This design comes from an exercise in tuning for small area, a short achievable clock period and few clock cycles per item on the open sky130 flow, not from production work. RTL that was checked went through simulation tests only; none was proved equivalent to the original. Power is estimated from default activity; no workload was simulated. The flow treats the clock pin as an ideal source, which a real chip does not have.

## run 1
==> flow/design.v (excerpt) <==
module lfu_cache_lru_tiebreak_top (
  input  logic                          clk,
  input  logic                          rst,
  input  logic                          start,
  output logic                          busy,
  input  logic                          func,
  input  logic signed [31:0]            lookup_key,
  input  logic signed [31:0]            store_value,
  output logic                          done,
  output logic                          hit,
  output logic signed [31:0]            read_value,
  input  logic                          capacity_we,
  input  logic [lfulru_pkg::CAP_W-1:0]  capacity_in_use
);
Size: ~3,800 cells after synthesis, roughly 110 I/O pins, ~57,000 um^2 of cells after synthesis.
export LEC_CHECK = 0
export ABC_CLOCK_PERIOD_IN_PS = 3100
export CAP_MARGIN = 20
export CORE_MARGIN = 2
export CORE_UTILIZATION = 40
export PLACE_DENSITY = 0.6
export SETUP_SLACK_MARGIN = 2.9
export SLEW_MARGIN = 20
create_clock -name core_clock -period 6.0 [get_ports {clk}]
standard.sh (not shown) runs the stock make flow with config.mk's settings and CLKGATE_MAP_FILE= SYNTH_SCRIPT=/design/flow/synth_recipe.tcl, a recipe that flattens the netlist after the stock synthesis.
==> flow/flow/run.sh <==
#!/bin/bash
# Standard layout, with two changes:
# - the port buffers are buf_4 cells instead of the delay-type buffer the
#   port-buffering step picks on its own (every port still gets its own buffer);
# - clock tree synthesis clusters up to 20 sinks per leaf buffer and inserts
#   no dummy loads.
set -euo pipefail
export BUFFER_PORTS_ARGS="-buffer_cell sky130_fd_sc_hd__buf_4"
export CTS_ARGS="-sink_clustering_enable -repair_clock_nets -dont_use_dummy_load -sink_clustering_size 20 -sink_clustering_max_diameter 80"
bash standard.sh finish > standard_flow.log 2>&1
Testbench counts of run 1, summed over its fixed seeds: cycles 4,816, items 4,800.
Modified inputs, run 2 compared to run 1
Settings: changing ABC_CLOCK_PERIOD_IN_PS from 3100 to 3200; changing SETUP_SLACK_MARGIN from 2.9 to 2.8.
==> flow/flow/run.sh <==
#!/bin/bash
# Standard layout, with two changes:
# - the port buffers are buf_4 cells instead of the delay-type buffer the
#   port-buffering step picks on its own (every port still gets its own buffer);
# - clock tree synthesis clusters up to 25 sinks per leaf buffer and inserts
#   no dummy loads.
set -euo pipefail
export BUFFER_PORTS_ARGS="-buffer_cell sky130_fd_sc_hd__buf_4"
export CTS_ARGS="-sink_clustering_enable -repair_clock_nets -dont_use_dummy_load -sink_clustering_size 25 -sink_clustering_max_diameter 100"
bash standard.sh finish > standard_flow.log 2>&1
--- outcome ---
- Comparing run 2 and run 1, the lower clock latency reported for the late side of the worst-skew pair was measured on run 2.
- Going from run 1 to run 2, routed wire length per instance grows by 0.33%.
- Setup TNS came out exactly the same in run 2 and run 1.
- Cmp run 2 and run 1 / non-filler instance count after layout / lower: run 2
- | cell area | lower: run 2 |
- In the reports for run 2 and run 1, the larger total global routing track utilization belongs to run 1.
- Run 1 → run 2: fraction of layout instances using a drive strength above 1 down 2.2 points; wire length the detailed router placed on met1 down about 1.7%.
Input-level comparison between run 3 and run 2:
==> flow/flow/run.sh <==
#!/bin/bash
# Standard layout, with two changes:
# - the port buffers are buf_4 cells instead of the delay-type buffer the
#   port-buffering step picks on its own (every port still gets its own buffer);
# - clock tree synthesis clusters up to 28 sinks per leaf buffer and inserts
#   no dummy loads.
set -euo pipefail
export BUFFER_PORTS_ARGS="-buffer_cell sky130_fd_sc_hd__buf_4"
export CTS_ARGS="-sink_clustering_enable -repair_clock_nets -dont_use_dummy_load -sink_clustering_size 28 -sink_clustering_max_diameter 100"
bash standard.sh finish > standard_flow.log 2>&1
[summary]
- Per the comparison of run 3 with run 2, final worst-path cycle share shows a reduction of 0.53 points, total power draw shows a reduction of 0.00033 W, clock power shows a reduction of about 6.5%, number of CTS-inserted buffers shows a reduction of 13%, number of resized instances in the post-cts repair step shows an increase of 61.
- Global-route met2 utilization: run 2 and run 3 compared, higher one is run 3
- The run showing the greater post-route worst hold slack is run 2.
- Global routing met1 resource utilization delta for run 3 relative to run 2: 0.42 points higher


Another version of the RTL of lfu_cache_lru_tiebreak_top (not shown whole).
Size: about 1400 flip-flops, about 110 I/O pins, ~0.058 mm² of cells after synthesis.
export LEC_CHECK = 0
export ABC_CLOCK_PERIOD_IN_PS = 3000
export CAP_MARGIN = 20
export CORE_MARGIN = 2
export CORE_UTILIZATION = 40
export CTS_BUF_LIST = sky130_fd_sc_hd__clkbuf_4
export PLACE_DENSITY = 0.6
export SETUP_SLACK_MARGIN = 3.0
export SLEW_MARGIN = 20
create_clock -name core_clock -period 6.0 [get_ports {clk}]
==> flow/flow/run.sh <==
#!/bin/bash
# Standard layout, with the port buffers made of buf_4 cells instead of the
# delay-type buffer the port-buffering step picks on its own. Every input and
# output port still gets its own buffer.
set -euo pipefail
export BUFFER_PORTS_ARGS="-buffer_cell sky130_fd_sc_hd__buf_4"
bash standard.sh finish > standard_flow.log 2>&1
The baseline completed without violations.
Testbench counts at the start, summed over its fixed seeds: cycles 4,816, items 4,800.
Change:
--- a/flow/config.mk
+++ b/flow/config.mk
@@ -11,3 +11,2 @@
 export CORE_UTILIZATION = 40
-export CTS_BUF_LIST = sky130_fd_sc_hd__clkbuf_4
 export PLACE_DENSITY = 0.6
=> The changed run passed the timing, DRC and antenna checks. Design area climbs by 0.77%. Worst hold slack improves by 0.27 ns. Setup slack degrades by 0.14 ns. First-iteration DRC count drops by 4.3%. Wire length stays flat. Cell count drops by 5.8%. Total power climbs by 3.0%.
Change:
==> flow/run.sh (new file) <==
#!/bin/bash
# synth_recipe.tcl (not shown) runs the flow's synth.tcl, then flattens the netlist and writes it again
# the make line also repeats each setting of config.mk as NAME=value (left out here)
make -C /OpenROAD-flow-scripts/flow DESIGN_CONFIG=/design/flow/config.mk WORK_HOME=/design/flow/orfs CLKGATE_MAP_FILE= SYNTH_SCRIPT=/design/flow/synth_recipe.tcl finish
--- a/flow/config.mk
+++ b/flow/config.mk
@@ -7,3 +7,3 @@
 export LEC_CHECK = 0
-export ABC_CLOCK_PERIOD_IN_PS = 3000
+export ABC_CLOCK_PERIOD_IN_PS = 3300
 export CAP_MARGIN = 20
@@ -12,3 +12,3 @@
 export PLACE_DENSITY = 0.6
-export SETUP_SLACK_MARGIN = 3.0
+export SETUP_SLACK_MARGIN = 2.7
 export SLEW_MARGIN = 20
removed: flow/flow/run.sh
removed: flow/standard.sh
Setup slack improved by 0.20 ns.
Clock power goes down by 2.2%.
Cell area fell by 4.2%.
Power decreases by 0.97%.
Maximum frequency goes up by 6.0%.
Area after synthesis stays the same.
Change:
==> flow/flow/run.sh (new file) <==
#!/bin/bash
# Standard layout, with the port buffers made of buf_4 cells instead of the
# delay-type buffer the port-buffering step picks on its own. Every input and
# output port still gets its own buffer.
set -euo pipefail
export BUFFER_PORTS_ARGS="-buffer_cell sky130_fd_sc_hd__buf_4"
bash standard.sh finish > standard_flow.log 2>&1
==> flow/standard.sh (new file) <==
#!/bin/bash
# synth_recipe.tcl (not shown) runs the flow's synth.tcl, then flattens the netlist and writes it again
# the make line also repeats each setting of config.mk as NAME=value (left out here)
make -C /OpenROAD-flow-scripts/flow DESIGN_CONFIG=/design/flow/config.mk WORK_HOME=/design/flow/orfs CLKGATE_MAP_FILE= SYNTH_SCRIPT=/design/flow/synth_recipe.tcl "${@:-finish}"
--- a/flow/config.mk
+++ b/flow/config.mk
@@ -7,3 +7,3 @@
 export LEC_CHECK = 0
-export ABC_CLOCK_PERIOD_IN_PS = 3300
+export ABC_CLOCK_PERIOD_IN_PS = 3100
 export CAP_MARGIN = 20
@@ -12,3 +12,3 @@
 export PLACE_DENSITY = 0.6
-export SETUP_SLACK_MARGIN = 2.7
+export SETUP_SLACK_MARGIN = 2.9
 export SLEW_MARGIN = 20
removed: flow/run.sh
Outcome: Final area rises by 2.7%. Area after synthesis does not change. Power rises by 2.3%.


lfu_cache_lru_tiebreak_top, a different RTL version from the one above (not shown whole).
For scale: about 4,000 cells after synthesis, ~1,400 flip-flops, ~110 I/O pins, roughly 59,000 sq um of cells after synthesis.
==> flow/config.mk <==
export PLATFORM = sky130hd
export DESIGN_NAME = lfu_cache_lru_tiebreak_top
export DESIGN_NICKNAME = lfu_cache_lru_tiebreak_top
export VERILOG_FILES = /design/flow/design.v
export SDC_FILE = /design/flow/constraint.sdc
export NUM_CORES = 4
export LEC_CHECK = 0
export ABC_CLOCK_PERIOD_IN_PS = 3300
export CAP_MARGIN = 20
export CORE_MARGIN = 2
export CORE_UTILIZATION = 40
export PLACE_DENSITY = 0.6
export SETUP_SLACK_MARGIN = 2.7
export SLEW_MARGIN = 20
==> flow/constraint.sdc <==
create_clock -name core_clock -period 6.0 [get_ports {clk}]
set_input_delay 1.2000 -clock core_clock [delete_from_list [all_inputs] [get_ports {clk}]]
set_output_delay 1.2000 -clock core_clock [all_outputs]
set_load 0.01 [all_outputs]
run.sh (not shown) runs the stock make flow with config.mk's settings and CLKGATE_MAP_FILE= SYNTH_SCRIPT=/design/flow/synth_recipe.tcl, a recipe that flattens the netlist after the stock synthesis.
Stock flow here: none of the scripts above is used.
Testbench counts at the start, summed over its fixed seeds: cycles 4,816, items 4,800.
Edit:
Settings changed: CTS_BUF_LIST set to sky130_fd_sc_hd__clkbuf_8, CTS_CLUSTER_SIZE set to 24.
Outcome:
- clock skew barely changes
- via count came out higher by 1.8%
- critical path depth climbs by 4
- final area rises by 0.87%


raven:
lfu_cache_lru_tiebreak_top, a different RTL version from the one above (not shown whole).
Size: about 4100 cells after synthesis.
clock: 6.0 ns
lec_check: 0
abc_clock_period_in_ps: 3300
cap_margin: 20
core_margin: 2
core_utilization: 40
place_density: 0.6
setup_slack_margin: 2.7
slew_margin: 20
--- input diff raven..nickel ---
- swapping 3300 for 2800 in ABC_CLOCK_PERIOD_IN_PS
- swapping 2.7 for 3.2 in SETUP_SLACK_MARGIN
## What came out
- Every stage of the flow completed for nickel, and the final layout passed the timing, DRC and antenna checks.
- nickel vs. raven: smallest hold slack shrank by 0.023 ns, post-synthesis to final-layout area growth up 11 points, clock period minus final worst setup slack has increased.
- Cell area delta (nickel − raven): unfavourable
- Lower internal cell power goes to nickel over raven.
- nickel ended up with u_engine.ord[5][10]$_DFFE_PP_ as its capturing instance or port of the critical path; raven ended up with u_engine.ord[6][10]$_DFFE_PP_.
- Sequential share of cell area ended up 4.3 points lower on nickel than on raven.
- Comparing raven and nickel, the higher routed wire length is on nickel.
- Number of global-route vias before repair went up by a few percent going from raven to nickel.
No run of this note included a check of the RTL's function; only the layout flow was run.


== try-sierra ==
Another version of the RTL of lfu_cache_lru_tiebreak_top (not shown whole).
clock: 6.0 ns
lec_check: 0
abc_clock_period_in_ps: 3300
cap_margin: 20
core_margin: 2
core_utilization: 40
place_density: 0.6
setup_slack_margin: 2.7
slew_margin: 20
try-sierra: done, clean on timing, DRC and antenna
Testbench counts of try-sierra, summed over its fixed seeds: cycles 4,816, items 4,800.
Inputs modified between try-sierra and try-juniper:
- ABC_CLOCK_PERIOD_IN_PS changed from 3300 to 3100
- SETUP_SLACK_MARGIN changed from 2.7 to 2.9
==> flow/flow/run.sh (new file) <==
#!/bin/bash
# Standard layout, with the port buffers made of buf_4 cells instead of the
# delay-type buffer the port-buffering step picks on its own. Every input and
# output port still gets its own buffer.
set -euo pipefail
export BUFFER_PORTS_ARGS="-buffer_cell sky130_fd_sc_hd__buf_4"
bash standard.sh finish > standard_flow.log 2>&1
==> flow/standard.sh (new file) <==
#!/bin/bash
# synth_recipe.tcl (not shown) runs the flow's synth.tcl, then flattens the netlist and writes it again
# the make line also repeats each setting of config.mk as NAME=value (left out here)
make -C /OpenROAD-flow-scripts/flow DESIGN_CONFIG=/design/flow/config.mk WORK_HOME=/design/flow/orfs CLKGATE_MAP_FILE= SYNTH_SCRIPT=/design/flow/synth_recipe.tcl "${@:-finish}"
removed: flow/run.sh
## What came out
- The global routing usage on met1 of try-juniper is lower than that of try-sierra.
- Comparing try-juniper with try-sierra, the final non-filler cell total came out essentially unchanged.
- Compared with try-sierra, try-juniper shows fraction of power consumed by the clock network lower by 0.4 points.
- On hold slack, try-sierra and try-juniper are basically level.
- [compare] base=try-sierra new=try-juniper: overall power of the completed layout now smaller; share of the core filled with cells now smaller; data arrival time of the critical path now smaller; final cell area excluding filler cells now smaller.


lfu_cache_lru_tiebreak_top with an RTL version that a note above also has.
Size in the first run: about 3,800 cells after synthesis, roughly 110 I/O pins, ~57,000 um2 of cells after synthesis.
==> flow/config.mk <==
export PLATFORM = sky130hd
export DESIGN_NAME = lfu_cache_lru_tiebreak_top
export DESIGN_NICKNAME = lfu_cache_lru_tiebreak_top
export VERILOG_FILES = /design/flow/design.v
export SDC_FILE = /design/flow/constraint.sdc
export NUM_CORES = 4
export LEC_CHECK = 0
export ABC_CLOCK_PERIOD_IN_PS = 3200
export CAP_MARGIN = 20
export CORE_MARGIN = 2
export CORE_UTILIZATION = 40
export PLACE_DENSITY = 0.6
export SETUP_SLACK_MARGIN = 2.8
export SLEW_MARGIN = 20
==> flow/constraint.sdc <==
create_clock -name core_clock -period 6.0 [get_ports {clk}]
set_input_delay 1.2000 -clock core_clock [delete_from_list [all_inputs] [get_ports {clk}]]
set_output_delay 1.2000 -clock core_clock [all_outputs]
set_load 0.01 [all_outputs]
standard.sh (not shown) runs the stock make flow with config.mk's settings and CLKGATE_MAP_FILE= SYNTH_SCRIPT=/design/flow/synth_recipe.tcl, a recipe that flattens the netlist after the stock synthesis.
==> flow/flow/run.sh <==
#!/bin/bash
# Standard layout, with two changes:
# - the port buffers are buf_4 cells instead of the delay-type buffer the
#   port-buffering step picks on its own (every port still gets its own buffer);
# - clock tree synthesis clusters up to 30 sinks per leaf buffer and inserts
#   no dummy loads.
set -euo pipefail
export BUFFER_PORTS_ARGS="-buffer_cell sky130_fd_sc_hd__buf_4"
export CTS_ARGS="-sink_clustering_enable -repair_clock_nets -dont_use_dummy_load -sink_clustering_size 30 -sink_clustering_max_diameter 100"
bash standard.sh finish > standard_flow.log 2>&1
Testbench counts at the start, summed over its fixed seeds: cycles 4,816, items 4,800.
Change:
==> flow/flow/run.sh (replaced) <==
#!/bin/bash
# Standard layout, with the port buffers made of buf_4 cells instead of the
# delay-type buffer the port-buffering step picks on its own. Every input and
# output port still gets its own buffer.
set -euo pipefail
export BUFFER_PORTS_ARGS="-buffer_cell sky130_fd_sc_hd__buf_4"
bash standard.sh finish > standard_flow.log 2>&1
Settings changed: ABC_CLOCK_PERIOD_IN_PS 3200 to 3100, SETUP_SLACK_MARGIN 2.8 to 2.9.
Effect:
- setup slack degrades by 0.14 ns
- die area is unchanged
- count of clock-buffer cells in the layout grows by 158
- global-route usage grows by 0.42 points
- final cell count grows by 4.1%
- hold slack degrades by 0.034 ns
- area after synthesis does not change
Change:
==> flow/flow/run.sh (replaced) <==
#!/bin/bash
# Standard layout, with two changes:
# - the port buffers are buf_4 cells instead of the delay-type buffer the
#   port-buffering step picks on its own (every port still gets its own buffer);
# - clock tree synthesis clusters up to 30 sinks per leaf buffer and inserts
#   no dummy loads.
set -euo pipefail
export BUFFER_PORTS_ARGS="-buffer_cell sky130_fd_sc_hd__buf_4"
export CTS_ARGS="-sink_clustering_enable -repair_clock_nets -dont_use_dummy_load -sink_clustering_size 30 -sink_clustering_max_diameter 100"
bash standard.sh finish > standard_flow.log 2>&1
Settings changed: ABC_CLOCK_PERIOD_IN_PS 3100 to 3200, SETUP_SLACK_MARGIN 2.9 to 2.85.
=> Power decreases by 23%. Core utilization decreases by 3.2 points. Register-to-register slack improved by 0.07 ns. Hold slack got worse by 0.021 ns. Fmax increases by 2.2%. Setup slack improved by 0.074 ns. Die area does not change.
Change:
Settings changed: ABC_CLOCK_PERIOD_IN_PS 3200 to 3100, CORE_UTILIZATION 40 to 55, PLACE_DENSITY 0.6 to 0.7, SETUP_SLACK_MARGIN 2.85 to 2.9.
What happened: The new run produced a clean layout; clock power shrinks slightly; utilization grows by 18 points; via count grows by a few percent; cell area grows slightly.
Change:
Settings changed: CORE_UTILIZATION 55 to 40, PLACE_DENSITY 0.7 to 0.6.
The changed run produced a clean layout.
Die area rises by 37%.
Power grows by 0.43%.
Worst setup slack is better by 0.062 ns.

==> afterwards: timing with drivers on the ports <==
In the flow no input, the clock included, has a driving cell. The finished layouts below were timed again as built, in two steps. Step 1 (the two cells are an assumption about what drives the block):
set clk [get_ports {clk}]
set_driving_cell -lib_cell sky130_fd_sc_hd__clkbuf_16 $clk
set_driving_cell -lib_cell sky130_fd_sc_hd__buf_2 [delete_from_list [all_inputs] $clk]
Step 2, shift: input delay + t, output delay - t, t = (earliest + latest rising clock arrival at the registers) / 2. This alone moves slack from input paths to output paths. Slacks: no drivers / after step 1 / after step 2; pairs: no drivers / after step 1.
run | t (ns) | setup slack, ns | worst setup path after step 2 | worst slew at a driven data input, ns | pins driven straight from the clock port
run 1 | 0.764 | 2.616 / 2.616 / 2.010 | input to register | 0.09 | 1
run 2 | 0.773 | 2.605 / 2.605 / 2.072 | input to register | 0.10 | 1
run 3 | 0.779 | 2.637 / 2.637 / 1.959 | input to register | 0.22 | 1
the first run of note 2 | 1.348 | 2.571 / 2.571 / 1.765 | input to register | 0.07 | 1
the second run of note 2 | 0.857 | 2.430 / 2.430 / 2.094 | input to register | 0.10 | 1
the third run of note 2 | 0.878 | 2.631 / 2.631 / 1.856 | input to register | 0.04 | 1
the fourth run of note 2 | 0.883 | 2.516 / 2.516 / 1.895 | input to register | 0.12 | 1
the first run of note 3 | 0.868 | 2.613 / 2.613 / 1.848 | input to register | 0.05 | 1
the second run of note 3 | 1.038 | 2.591 / 2.591 / 1.747 | input to register | 0.05 | 1
raven | 0.870 | 2.405 / 2.405 / 1.779 | input to register | 0.07 | 1
nickel | 0.890 | 2.345 / 2.345 / 2.130 | input to register | 0.07 | 1
try-sierra | 0.897 | 2.640 / 2.657 / 1.801 | input to register | 0.07 | 1
try-juniper | 0.864 | 2.816 / 2.816 / 2.079 | input to register | 0.05 | 1
the first run of note 6 | 0.752 | 2.736 / 2.736 / 2.085 | input to register | 0.10 | 1
the second run of note 6 | 0.872 | 2.599 / 2.599 / 1.985 | input to register | 0.09 | 1
the third run of note 6 | 0.763 | 2.672 / 2.672 / 2.020 | input to register | 0.06 | 1
the fourth run of note 6 | 0.752 | 2.604 / 2.604 / 2.127 | input to register | 0.32 | 1
the fifth run of note 6 | 0.756 | 2.666 / 2.666 / 2.051 | input to register | 0.07 | 1
After both steps every run listed still meets setup and hold. The setup slack of the second run of note 3, which loses most, moves by 0.000 ns with the drivers and by -0.844 ns with both steps.
